Context: an optimization exercise on an open-source flow, tuned for small area. The choices shown serve that exercise and are no tape-out recipe.
Function was checked by simulation only, so behaviour that the tests miss may differ from the original.
Power and IR drop assume default switching activity.

==> design/flow/design.v <==
package rf_pkg;
    localparam int DEF_NREG  = 32;
    localparam int DEF_XLEN  = 32;
    localparam int DEF_TAG_W = 4;
    localparam int DEF_IDX_W = $clog2(DEF_NREG);
    typedef logic [DEF_TAG_W-1:0] tag_t;
    typedef struct packed {
        logic [DEF_XLEN-1:0] v1;
        logic [DEF_XLEN-1:0] v2;
        tag_t                q1;
        tag_t                q2;
        logic                busy1;
        logic                busy2;
        tag_t                tag;
    } op_bundle_t;
endpackage
module rf_read_port
#(
    parameter int N = 32,
    parameter int W = 32
) (
    input  logic [N-1:0]        sel,
    input  logic [N-1:0][W-1:0] data,
    output logic [W-1:0]        y
);
    always_comb begin
        y = '0;
        for (int i = 0; i < N; i++)
            y = y | (data[i] & {W{sel[i]}});
    end
endmodule
module rename_regfile
#(
    parameter int NREG  = rf_pkg::DEF_NREG,
    parameter int XLEN  = rf_pkg::DEF_XLEN,
    parameter int TAG_W = rf_pkg::DEF_TAG_W,
    parameter int IDX_W = $clog2(NREG)
) (
    input  logic             clk,
    input  logic             rst,
    input  logic             flush,
    input  logic             disp_valid,
    output logic             disp_ready,
    input  logic [IDX_W-1:0] disp_rs1,
    input  logic [IDX_W-1:0] disp_rs2,
    input  logic [IDX_W-1:0] disp_rd,
    input  logic [TAG_W-1:0] disp_tag,
    input  logic             cm_valid,
    input  logic [IDX_W-1:0] cm_rd,
    input  logic [TAG_W-1:0] cm_tag,
    input  logic [XLEN-1:0]  cm_data,
    output logic             op_valid,
    input  logic             op_ready,
    output logic [XLEN-1:0]  op_v1,
    output logic [XLEN-1:0]  op_v2,
    output logic [TAG_W-1:0] op_q1,
    output logic [TAG_W-1:0] op_q2,
    output logic             op_busy1,
    output logic             op_busy2,
    output logic [TAG_W-1:0] op_tag
);
    localparam int NR = NREG - 1;    
    logic [NR-1:0][XLEN-1:0]  value;
    logic [NR-1:0][TAG_W-1:0] tag;
    logic [NR-1:0]            busy, wrt;
    logic [NR-1:0]            we, ren, s1, s2, s1v, s2v;
    logic [NR-1:0][TAG_W:0]   bt;
    logic                     ld, fire, hit, tmatch, bc, hz1, hz2;
    logic [TAG_W:0]           btc, bt1, bt2;
    logic [XLEN-1:0]          v1, v2;
    always_comb ld = !op_valid || op_ready;
    always_comb
        for (int i = 0; i < NR; i++) begin
            we[i]  = cm_valid && cm_rd == IDX_W'(i + 1);
            s1[i]  = ld && disp_rs1 == IDX_W'(i + 1);
            s2[i]  = ld && disp_rs2 == IDX_W'(i + 1);
            s1v[i] = s1[i] && wrt[i];
            s2v[i] = s2[i] && wrt[i];
            bt[i]  = {busy[i], tag[i]};
        end
    rf_read_port #(.N(NR), .W(TAG_W + 1)) u_rc (.sel(we), .data(bt), .y(btc));
    always_comb tmatch = btc[TAG_W-1:0] == cm_tag;
    always_comb hit = btc[TAG_W] && tmatch;
    always_comb hz1 = hit && disp_rs1 == cm_rd;
    always_comb hz2 = hit && disp_rs2 == cm_rd;
    always_comb disp_ready = !flush && ld && !(hz1 || hz2);
    always_comb fire = disp_valid && disp_ready;
    always_comb
        for (int i = 0; i < NR; i++)
            ren[i] = fire && disp_rd == IDX_W'(i + 1);
    rf_read_port #(.N(NR), .W(XLEN))      u_v1 (.sel(s1v), .data(value), .y(v1));
    rf_read_port #(.N(NR), .W(XLEN))      u_v2 (.sel(s2v), .data(value), .y(v2));
    rf_read_port #(.N(NR), .W(TAG_W + 1)) u_t1 (.sel(s1),  .data(bt),    .y(bt1));
    rf_read_port #(.N(NR), .W(TAG_W + 1)) u_t2 (.sel(s2),  .data(bt),    .y(bt2));
    always_ff @(posedge clk)
        for (int i = 0; i < NR; i++) begin
            if (we[i])  value[i] <= cm_data;
            if (ren[i]) tag[i]   <= disp_tag;
        end
    always_ff @(posedge clk or posedge rst)
        if (rst) begin
            wrt  <= '0;
            busy <= '0;
        end else
            for (int i = 0; i < NR; i++) begin
                if (we[i]) wrt[i] <= 1'b1;
                if (flush)
                    busy[i] <= 1'b0;
                else if (ren[i])
                    busy[i] <= 1'b1;
                else if (we[i] && tmatch)
                    busy[i] <= 1'b0;
            end
    always_ff @(posedge clk or posedge rst)
        if (rst)
            op_valid <= 1'b0;
        else
            op_valid <= fire || (!flush && op_valid && !op_ready);
    always_ff @(posedge clk)
        if (ld) begin
            op_v1    <= v1;
            op_v2    <= v2;
            op_q1    <= bt1[TAG_W-1:0];
            op_q2    <= bt2[TAG_W-1:0];
            op_busy1 <= bt1[TAG_W];
            op_busy2 <= bt2[TAG_W];
            op_tag   <= disp_tag;
        end
endmodule
==> design/flow/run.sh <==
#!/bin/bash
# synth_recipe.tcl (not shown) runs the flow's synth.tcl, then flattens the netlist and writes it again
# the make line also repeats each setting of config.mk as NAME=value (left out here)
make -C /OpenROAD-flow-scripts/flow DESIGN_CONFIG=/design/flow/config.mk WORK_HOME=/design/flow/orfs CLKGATE_MAP_FILE= SYNTH_SCRIPT=/design/flow/synth_recipe.tcl finish
==> design/flow/config.mk <==
export PLATFORM = sky130hd
export DESIGN_NAME = rename_regfile
export DESIGN_NICKNAME = rename_regfile
export VERILOG_FILES = /design/flow/design.v
export SDC_FILE = /design/flow/constraint.sdc
export NUM_CORES = 4
export LEC_CHECK = 0
export CAP_MARGIN = 20
export CORE_MARGIN = 2
export CORE_UTILIZATION = 45
export PLACE_DENSITY = 0.6
export SLEW_MARGIN = 20
==> design/flow/constraint.sdc <==
create_clock -name core_clock -period 5.5 [get_ports {clk}]
set_input_delay 1.1000 -clock core_clock [delete_from_list [all_inputs] [get_ports {clk}]]
set_output_delay 1.1000 -clock core_clock [all_outputs]
set_load 0.01 [all_outputs]
==> flow_metrics.py <==
metrics = {
    "sta": {
        "rsz0062_at_grt": "false",
        "setup_viol": 0,
        "fin_crit_ns": 5.204,
        "maxSlewHeadroom_pct": 11.19,
        "fin_crit_sh_pct": 94.62,
        "final_hold_viol_count": 0,
        "slew_viol_final": 0,
        "fin_skew_ns": 0.02550,
        "tightest_slew_ns": 1.332,
        "clock.fmax_mhz": 192.2,
        "setup_slack_ns": 0.2960,
    },
    "routing": {
        "drt_iter0_markers": 11322,
        "wl_per_cell_um": 48.66,
        "vias": 44497,
        "first_pass_iters": 15,
        "drtAntennaViolNets": 0,
        "drc": 0,
        "m1WireLength_um": 92460,
        "viasPerCell": 8.004,
        "met3_length_um": 48400,
        "drt_wl_total_um": 270500,
        "maxUsedRoutingLayer": "met5",
        "wl_met2_um": 107700,
    },
    "synth": {
        "synth.mux.area_fraction_pct": 0.2609,
        "ys_async_sr_fraction_pct": 5.012,
        "synth-compound-area-share_pct": 18.66,
        "synth_xor_area_share_pct": 0.1975,
        "synth_fa_ha_area_share_pct": 0,
        "yosys_warnings": 3,
        "synthDistinctLibCells": 66,
        "synth-simple-area-share_pct": 7.896,
        "synth_area_mm2": 0.05323,
        "syn-num-nets": 3664,
        "synthCells": 3598,
        "avgSynthCellArea_um2": 14.79,
        "ys_ff_latch": 1257,
        "synth_top_family_by_area": "compound AO/OA/AOI/OAI gates",
        "synth_ff_type": "edfxtp_1",
        "synth_edf_count": 1194,
        "ys_seq_area_share_pct": 70.32,
    },
    "clocking": {
        "path_clk_slew_ns": 0.07,
        "clk_latency_ns": 0.80,
        "clockBufferDepth": 3,
        "cts_inserted_buffers": 135,
        "clkSinkCount": 1257,
        "cts_tree": "yes",
        "clock-root-buffer": "clkbuf_16",
        "htree_levels": 4,
        "postCtsHoldBufs": 0,
    },
    "die": {
        "ioPinCount": 146,
        "start_util_pct": 45.20,
        "fp.dieH_um": 347.9,
        "core_mm2": 0.1178,
        "fp.dieW_um": 347.9,
        "placementRows": 126,
        "dieArea_mm2": 0.1210,
    },
    "cells_and_area": {
        "nFillCells": 9456,
        "fin_nets": 3978,
        "drive_gt1_share_pct": 16.98,
        "final_common_cell": "edfxtp_1",
        "final_cell_mix": "1194 x edfxtp_1, 571 x a22oi_1, 274 x buf_4, 241 x a221oi_1, 240 x a22o_1",
        "syn_to_final_growth_pct": 18.75,
    },
    "power": {
        "finalPower_mw": 21.50,
        "p_comb_share_pct": 6.4,
        "vdd_ir_drop_max_v": 0.0003571,
        "p_sw_mw": 4.905,
        "p_clk_share_pct": 42.9,
        "p_int_mw": 16.60,
        "p_seq_share_pct": 50.7,
        "leakage_nw": 21.27,
        "power.density_mw_per_mm2": 340.2,
        "swShare_pct": 22.81,
    },
    "critical_path": {
        "cp-end-kind": "primary output",
        "worstPathRequired_ns": 4.40,
        "arrival_ns": 4.10,
        "startpoint_type": "input pin",
        "path_class": "input pin to primary output",
        "worst-path-max-fanout": 8,
    },
    "global_route": {
        "grt_max_degree": 64,
        "grt_antenna_before_repair": 13,
        "grt_pass1_wl_um": 357600,
        "grt_overflow": 0,
        "grt_pass1_vias": 42046,
        "grt_usage_pct": 43.85,
    },
    "worst_hold_path": {
        "holdCritPathClass": "register to register",
    },
    "placed_design": {
        "io_buffers": 145,
        "dp_hpwl_um": 159000,
        "gp_congestion": 1.056,
        "dpl_worst_slack_ns": -0.1662,
    },
    "status": {
        "status": "finished clean",
    },
    "job": {
        "drv_cap": 0,
    },
}
-- layout make-up --
type | count | area, µm² | area share (%)
clock buffers | 166 | 3665 | 5.798
well taps | 1536 | 1922 | 3.041
clock inverters | 76 | 745.7 | 1.180
multi-input cells | 1997 | 14700 | 23.25
repair buffers | 473 | 4548 | 7.196
flip-flops and latches | 1257 | 37430 | 59.22
diodes | 6 | 15.01 | 0.02375
inverters | 48 | 185.2 | 0.2930
-- cells by family after synthesis --
kind of cell / after synthesis
and+or+nand+nor: 749
muxes: 10
xor gates and xnor gates: 12
DFF: 1257
buffers and inverters: 344
AOI/OAI and AO/OA: 1226
-- timing repair --
action | 4_1_cts | 5_1_grt
pin swaps | 4 | 6
endpoints found under the hold margin | 0 | 0
setup buffers | 1 | 4
setup endpoints to repair | 1 | 1
resized for setup | 12 | 11
-- layer usage --
metal,global-route usage [%],up-vias
li1,-,16013
met1,57.20,21672
met2,59.98,5338
met3,18.98,1460
met4,26.97,14
met5,0,-
-- critical path, stage by stage --
cell	delay, ns
clkdlybuf4s50_1	0.44
buf_4	0.19
and4b_4	0.25
buf_4	0.15
nand2_1	0.08
inv_2	0.05
a22o_1	0.24
a2111o_1	0.39
or4_4	0.47
xnor2_4	0.21
nand4_1	0.18
nand2_1	0.14
inv_1	0.05
dlymetal6s2s_1	0.16
-- power by group through the flow --
| stage | Sequential (mW) | Combinational, mW | Clock (mW) |
|---|---|---|---|
| floorplan | 11.1 | 0.451 | 0 |
| global placement | 11.1 | 1.31 | 0 |
| detailed placement | 11.1 | 1.30 | 0 |
| CTS | 10.9 | 1.31 | 9.22 |
| global route | 10.9 | 1.40 | 9.62 |
| finish | 10.9 | 1.37 | 9.22 |
-- registers in the layout, indices dropped and copies added, names as in the netlist --
signal,flops
op_busy1,1
value,992
op_v2,32
op_q2,4
tag,124
op_v1,32
busy,31
op_q1,4
op_valid,1
op_busy2,1
op_tag,4
wrt,31
-- through the flow --
stage	std cells	TNS (ns)	area, µm²	hold WS, ns	util [%]
after global placement	5306	-0.1872	58680	0.4549	49.82
after CTS	5549	0	63130	0.4765	53.60
after global routing	5555	0	63200	0.4931	53.66
final	5559	0	63210	0.4797	53.67
after floorplan	3598	0	53230	0.4402	-
after detailed placement	5306	-0.1662	58680	0.4606	49.82
-- path summary, 6_finish.rpt --
check / start / endpoint / slack [ns] / depth (start not counted)
max in group asynchronous: rst / wrt[14] / 3.99 / 3
min in group asynchronous: rst / op_valid / 0.87 / 3
min reg2reg: wrt[0] / wrt[0] / 0.48 / 1
max: cm_rd[1] / disp_ready / 0.30 / 14
max reg2reg: op_valid / op_v1[5] / 1.31 / 10
min: wrt[0] / wrt[0] / 0.48 / 1
-- synth_stat cells, types with 33 or more instances --
| master | n | area [µm²] |
|---|---|---|
| nand3_1 | 175 | 875.8 |
| a222oi_1 | 74 | 740.7 |
| inv_1 | 46 | 172.7 |
| nor3_1 | 43 | 215.2 |
| and3_1 | 34 | 212.7 |
| nand4_1 | 132 | 825.8 |
| dfrtp_1 | 63 | 1577 |
| or3_1 | 50 | 312.8 |
| a22oi_1 | 571 | 4287 |
| a221oi_1 | 241 | 2111 |
| nand2_1 | 60 | 225.2 |
| a22o_1 | 240 | 2102 |
| nor2_1 | 80 | 300.3 |
| and2_1 | 61 | 381.6 |
| buf_2 | 47 | 235.2 |
| clkbuf_1 | 221 | 829.6 |
| a21oi_1 | 33 | 165.2 |
| edfxtp_1 | 1194 | 35850 |

what the ideal ports hide:
How much do the figures lean on ideal ports? The routed layout below was timed once more, with nothing changed but the port constraints. Step 1, drivers: a clkbuf_16 drives clk and a buf_2 each remaining input, both assumed. Step 2, shift: input delay + t, output delay - t, t = (earliest + latest rising clock arrival at the registers) / 2. This alone moves slack from input paths to output paths. Three values: ideal ports, drivers, drivers and shift; two values: the first two.
shift t [ns]: 0.857
slack for setup (ns): 0.296 / 0.259 / 0.020
latest minus earliest clock arrival (ns): 0.033 / 0.033
After both steps setup and hold are still met in this run. The setup slack of this run moves by -0.037 ns with the drivers and by -0.276 ns with both steps.
